What follows belongs to an exercise in optimizing a design on an open flow for small area; a production flow would make more cautious choices. Function was not checked in any run shown here: the RTL went through the layout flow alone. Power figures rest on the tool's default switching activity, not on a simulated workload.

==> flow/design.v, too long to show whole: its modules and the start of the top module <==
// module isqrt32: 253 lines
// module feature_pipeline: 1235 lines
module feature_pipeline
(
    input  logic        clk,
    input  logic        reset_n,
    input  logic        start,
    input  logic [15:0] accel_x,
    input  logic [15:0] accel_y,
    input  logic [15:0] accel_z,
    output logic [15:0] feature_mean,
    output logic [15:0] feature_std,
    output logic        feature_valid
);
  // ...
==> flow/run.sh <==
#!/bin/bash
# synth_recipe.tcl (not shown) runs the flow's synth.tcl, then flattens the netlist and writes it again
# the make line also repeats each setting of config.mk as NAME=value (left out here)
make -C /OpenROAD-flow-scripts/flow DESIGN_CONFIG=/design/flow/config.mk WORK_HOME=/design/flow/orfs CLKGATE_MAP_FILE= SYNTH_SCRIPT=/design/flow/synth_recipe.tcl finish
==> flow/config.mk <==
export PLATFORM = sky130hd
export DESIGN_NAME = feature_pipeline
export DESIGN_NICKNAME = feature_pipeline
export VERILOG_FILES = /design/flow/design.v
export SDC_FILE = /design/flow/constraint.sdc
export NUM_CORES = 4
export LEC_CHECK = 0
export CAP_MARGIN = 20
export CORE_MARGIN = 2
export CORE_UTILIZATION = 40
export SLEW_MARGIN = 20
==> flow/constraint.sdc <==
create_clock -name core_clock -period 10.0 [get_ports {clk}]
set_input_delay 2.0000 -clock core_clock [delete_from_list [all_inputs] [get_ports {clk}]]
set_output_delay 2.0000 -clock core_clock [all_outputs]
set_load 0.01 [all_outputs]
==> impl_metrics.tcl, run 1 <==
set metrics [dict create \
    status "complete, no violations" \
    place_area_mm2 0.0140 \
    ys_async_sr_fraction_pct 0 \
    crit_cells 27 \
    antenna_found_initial 0 \
    end_kind "register" \
    synth_top_area_share_pct 33.0 \
    synth_cell_types 39 \
    grt_max_degree 89 \
    initial_core_util_pct 40.5 \
    grt_pass1_wl_um 43300 \
    critPathLaunch "accel_z[15]" \
    cts_hold_buf 0 \
    synthCells 1172 \
    h-tree-depth 4 \
    finalSetupTns_ns 0 \
    yosys.area.top_type "fa_1" \
    required_ns 10.36 \
    ctsResizeCount 0 \
    ff2ff_path_depth 28 \
    r2r-end "sq_q[36]$_DFF_P_" \
    seq_cell_count 170 \
    post-place-ws_ns -0.221 \
    clkbuf_count 20 \
    hold_depth 0 \
    slew_viol_final 0 \
    dominant_cells "multi-input gates" \
    yosys.area_share.adder_pct 41.0 \
    p_seq_mw 1.08 \
    grt-ovfl-total 0 \
    critPathKind "input pin to register" \
    root_buffer "clkbuf_16" \
    multi_input_area_share_pct 56.7 \
    max-vdd-ir-drop_v 0.000135 \
]
==> inputs of run 2 (changes only) <==
--- a/flow/config.mk
+++ b/flow/config.mk
@@ -8,4 +8,5 @@
 export CAP_MARGIN = 20
 export CORE_MARGIN = 2
 export CORE_UTILIZATION = 40
+export CTS_BUF_LIST = sky130_fd_sc_hd__clkbuf_8
 export SLEW_MARGIN = 20
==> run 2 against run 1 <==
Routed wire length down 0.52%. Count of clock-buffer cells in the layout shrank 2. First-iteration DRC count up 5.2%. Hold slack worse by 0.0027 ns. Die area unchanged. Worst setup slack better by 0.016 ns. Utilization is 0.61 points lower. Synthesized area stayed put. Clock power decreased by 28%. Critical path depth did not move.
==> impl_metrics.tcl, run 2 <==
set metrics [dict create \
    synth_cell_types 39 \
    coreArea_mm2 0.0315 \
    yosys.area.top_type "fa_1" \
    critPathMaxStageDelay_ns 0.54 \
    cp_slowest_cell "fa_1" \
    maxCapViolations 0 \
    max_freq_mhz 106 \
    pin_count 84 \
    p_int_mw 1.75 \
    grt_pass1_vias 8530 \
    critPathLaunchType "input pin" \
    path_clk_slew_ns 0.09 \
    worstSkewPairLatency_ns 0.47 \
    ys_ff_latch 170 \
    min_period_over_period_pct 94.6 \
    power_density_mw_per_mm2 205 \
    p_sw_mw 1.19 \
    routed-via-count 7715 \
    fin_crit_ns 9.46 \
    placementRows 65 \
    reg2reg_setup_slack_ns 0.98 \
    area_delta_synth_final_pct 12.7 \
    ctsResizeCount 0 \
    synth.avg_cell_area_um2 10.9 \
    max-vdd-ir-drop_v 0.000104 \
    p_clk_share_pct 15.0 \
    comb_power_share_pct 48.2 \
    avgRoutedWirePerCell_um 15.2 \
    io_buffer_count 83 \
    synth_warnings 3 \
    slew_headroom_pct 42.0 \
    rsz0062_at_grt "false" \
    clk_path_buf_depth 2 \
    cp_common_cell "fa_1" \
    die-area_mm2 0.0333 \
    top_regs "sq_q (37), u_back.z_q (32), sum_q (21)" \
    required_ns 10.40 \
    clock_skew_ns 0.0219 \
    root_buffer "clkbuf_8" \
    post-cts-setup-buffers 0 \
    ys_async_sr_fraction_pct 0 \
    synthFlopType "dfxtp_1" \
    yosysSeqAreaShare_pct 28.0 \
    regMostFlops "sq_q" \
    p_total_mw 2.94 \
    hpwl_um 19500 \
    cts_tree "yes" \
    synth.top_cells.by_count "210 x fa_1, 183 x inv_1, 161 x and2_1" \
    syn_area_mm2 0.0127 \
    synth_top_area_share_pct 33.0 \
    final_hold_viol_count 0 \
    grt-ovfl-total 0 \
    final_util_pct 45.6 \
    mostFrequentLayoutCells "210 x fa_1, 185 x inv_1, 161 x and2_1, 152 x dfxtp_1, 83 x clkdlybuf4s50_1" \
    hold_ws_ns 0.415 \
    wl_um 25100 \
    worstMarginPinSlew_ns 0.869 \
    hold_class "register to register" \
    gr-usage-all-layers_pct 16.4 \
    drt_iter0_markers 324 \
    final_common_cell "fa_1" \
    largest_reg_flops 37 \
    initial_core_util_pct 40.5 \
    fp.dieW_um 182 \
    clock-sinks 170 \
    die_y_um 182 \
    p_seq_share_pct 36.7 \
    p_leak_nw 6.83 \
    critPathTopFamily "adder cells" \
    yosysMostFrequentCell "fa_1" \
    ant_nets 0 \
    num_antenna_cells 0 \
    dp.cells 1625 \
    finalNonFillerCells 1657 \
    via_per_inst 4.66 \
    grt_max_degree 89 \
    synth-edff-count 16 \
    synthTopCellsByArea "fa_1 33%, dfxtp_1 24%, ha_1 8.0%, and2_1 7.9%, inv_1 5.4%" \
    critPathKind "input pin to register" \
    final_nets 1584 \
    crit_buf_inv 6 \
    cp.arrival_ns 9.86 \
    grt_pass1_wl_um 43000 \
    end_kind "register" \
    cts_hold_buf 0 \
    firstDrtPassIters 4 \
    place_congestion 0.775 \
    worstPathMaxFanout 14 \
    antenna_found_initial 0 \
    syn-num-nets 1514 \
    numCtsBuffers 17 \
    synthCells 1172 \
    status "complete, no violations" \
    setup_viol 0 \
    drc_errors 0 \
    slew_viol_final 0 \
    drive_above_1_share_pct 5.74 \
    p_sw_share_pct 40.4 \
    h-tree-depth 4 \
]
run 2: cell counts after synthesis:
Identical to the previous run, type by type.
run 2: per-layer routing:
metal | wire [um] | vias to the layer above | part of all wire (%) | global-route usage (%)
li1 | - | 3699 | - | -
met1 | 11500 | 3931 | 46 | 21.2
met2 | 12800 | 72 | 51 | 28.9
met3 | 599 | 13 | 2.4 | 2.51
met4 | 237 | 0 | 0.94 | 3.94
met5 | 0 | - | 0 | 0
run 2: worst paths after layout:
| kind | startpoint | end | cells past startpoint |
|---|---|---|---|
| hold / removal | sum_q[12]$_DFF_P_ | u_back.m_q[7]$_DFFE_PP_ | 0 |
| setup reg to reg | mag_q[3]$_DFF_P_ | sq_q[36]$_DFF_P_ | 28 |
| hold reg to reg | sum_q[12]$_DFF_P_ | u_back.m_q[7]$_DFFE_PP_ | 0 |
| setup / recovery | accel_z[15] | mag_q[4]$_DFF_P_ | 27 |
run 2: kinds of logic (layout without fill, tap and decap cells):
| kind of cell | Yosys count | after routing | share of synthesized area [%] |
|---|---|---|---|
| compound gates | 76 | 76 | 3.76 |
| simple gates | 306 | 306 | 12.7 |
| fa+ha+maj | 291 | 291 | 41.0 |
| flops | 170 | 170 | 28.0 |
| buf+inv | 239 | 322 | 7.34 |
| xor+xnor | 55 | 55 | 3.93 |
| mux | 35 | 35 | 3.38 |
run 2: cell type report:
type                            count  area, um^2
Fill cell                        2931       17100
Clock inverter                     14        96.3
Timing Repair Buffer              107        1010
Tap cell                          402         503
Sequential cell                   170        3570
Clock buffer                       18         248
Multi-Input combinational cell    763        8250
Inverter                          183         687
run 2: through the flow:
stage	instance area (um^2)	TNS [ns]	worst slack (ns)
3_5_place_dp	14000	-2.88	-0.221
6_report	14400	0	0.540
2_1_floorplan	12700	0	0.201
5_1_grt	14400	0	0.186
4_1_cts	14400	0	0.275
3_3_place_gp	14000	-1.67	-0.123
run 2: power by group through the flow:
stage          Clock (mW)  Sequential (mW)  Combinational, mW
3_5_place_dp            0             1.10               1.45
2_1_floorplan           0             1.02               1.05
4_1_cts             0.463             1.08               1.46
3_3_place_gp            0             1.10               1.41
5_1_grt             0.494             1.11               1.66
6_report            0.441             1.08               1.42

==> afterwards: timing with drivers on the ports <==
In the flow no input, the clock included, has a driving cell. The finished layouts below were timed again as built, in two steps. Step 1 (the two cells are an assumption about what drives the block):
set clk [get_ports {clk}]
set_driving_cell -lib_cell sky130_fd_sc_hd__clkbuf_16 $clk
set_driving_cell -lib_cell sky130_fd_sc_hd__buf_2 [delete_from_list [all_inputs] $clk]
Step 2, shift: input delay + t, output delay - t, t = (earliest + latest rising clock arrival at the registers) / 2. This alone moves slack from input paths to output paths. Three values: ideal ports, drivers, drivers and shift; two values: the first two.
run | t, ns | setup slack, ns | worst register clock-pin slew, ns | worst data-port slew with drivers (ns) | cell pins on the clock port's net
run 1 | 0.487 | 0.524 / 0.551 / 0.063 | 0.07 / 0.07 | 0.04 | 1
run 2 | 0.508 | 0.540 / 0.562 / 0.054 | 0.10 / 0.10 | 0.05 | 1
After both steps setup and hold are still met in every run listed. For run 2, which loses most, drivers alone change the setup slack by +0.022 ns; drivers and shift together by -0.486 ns.
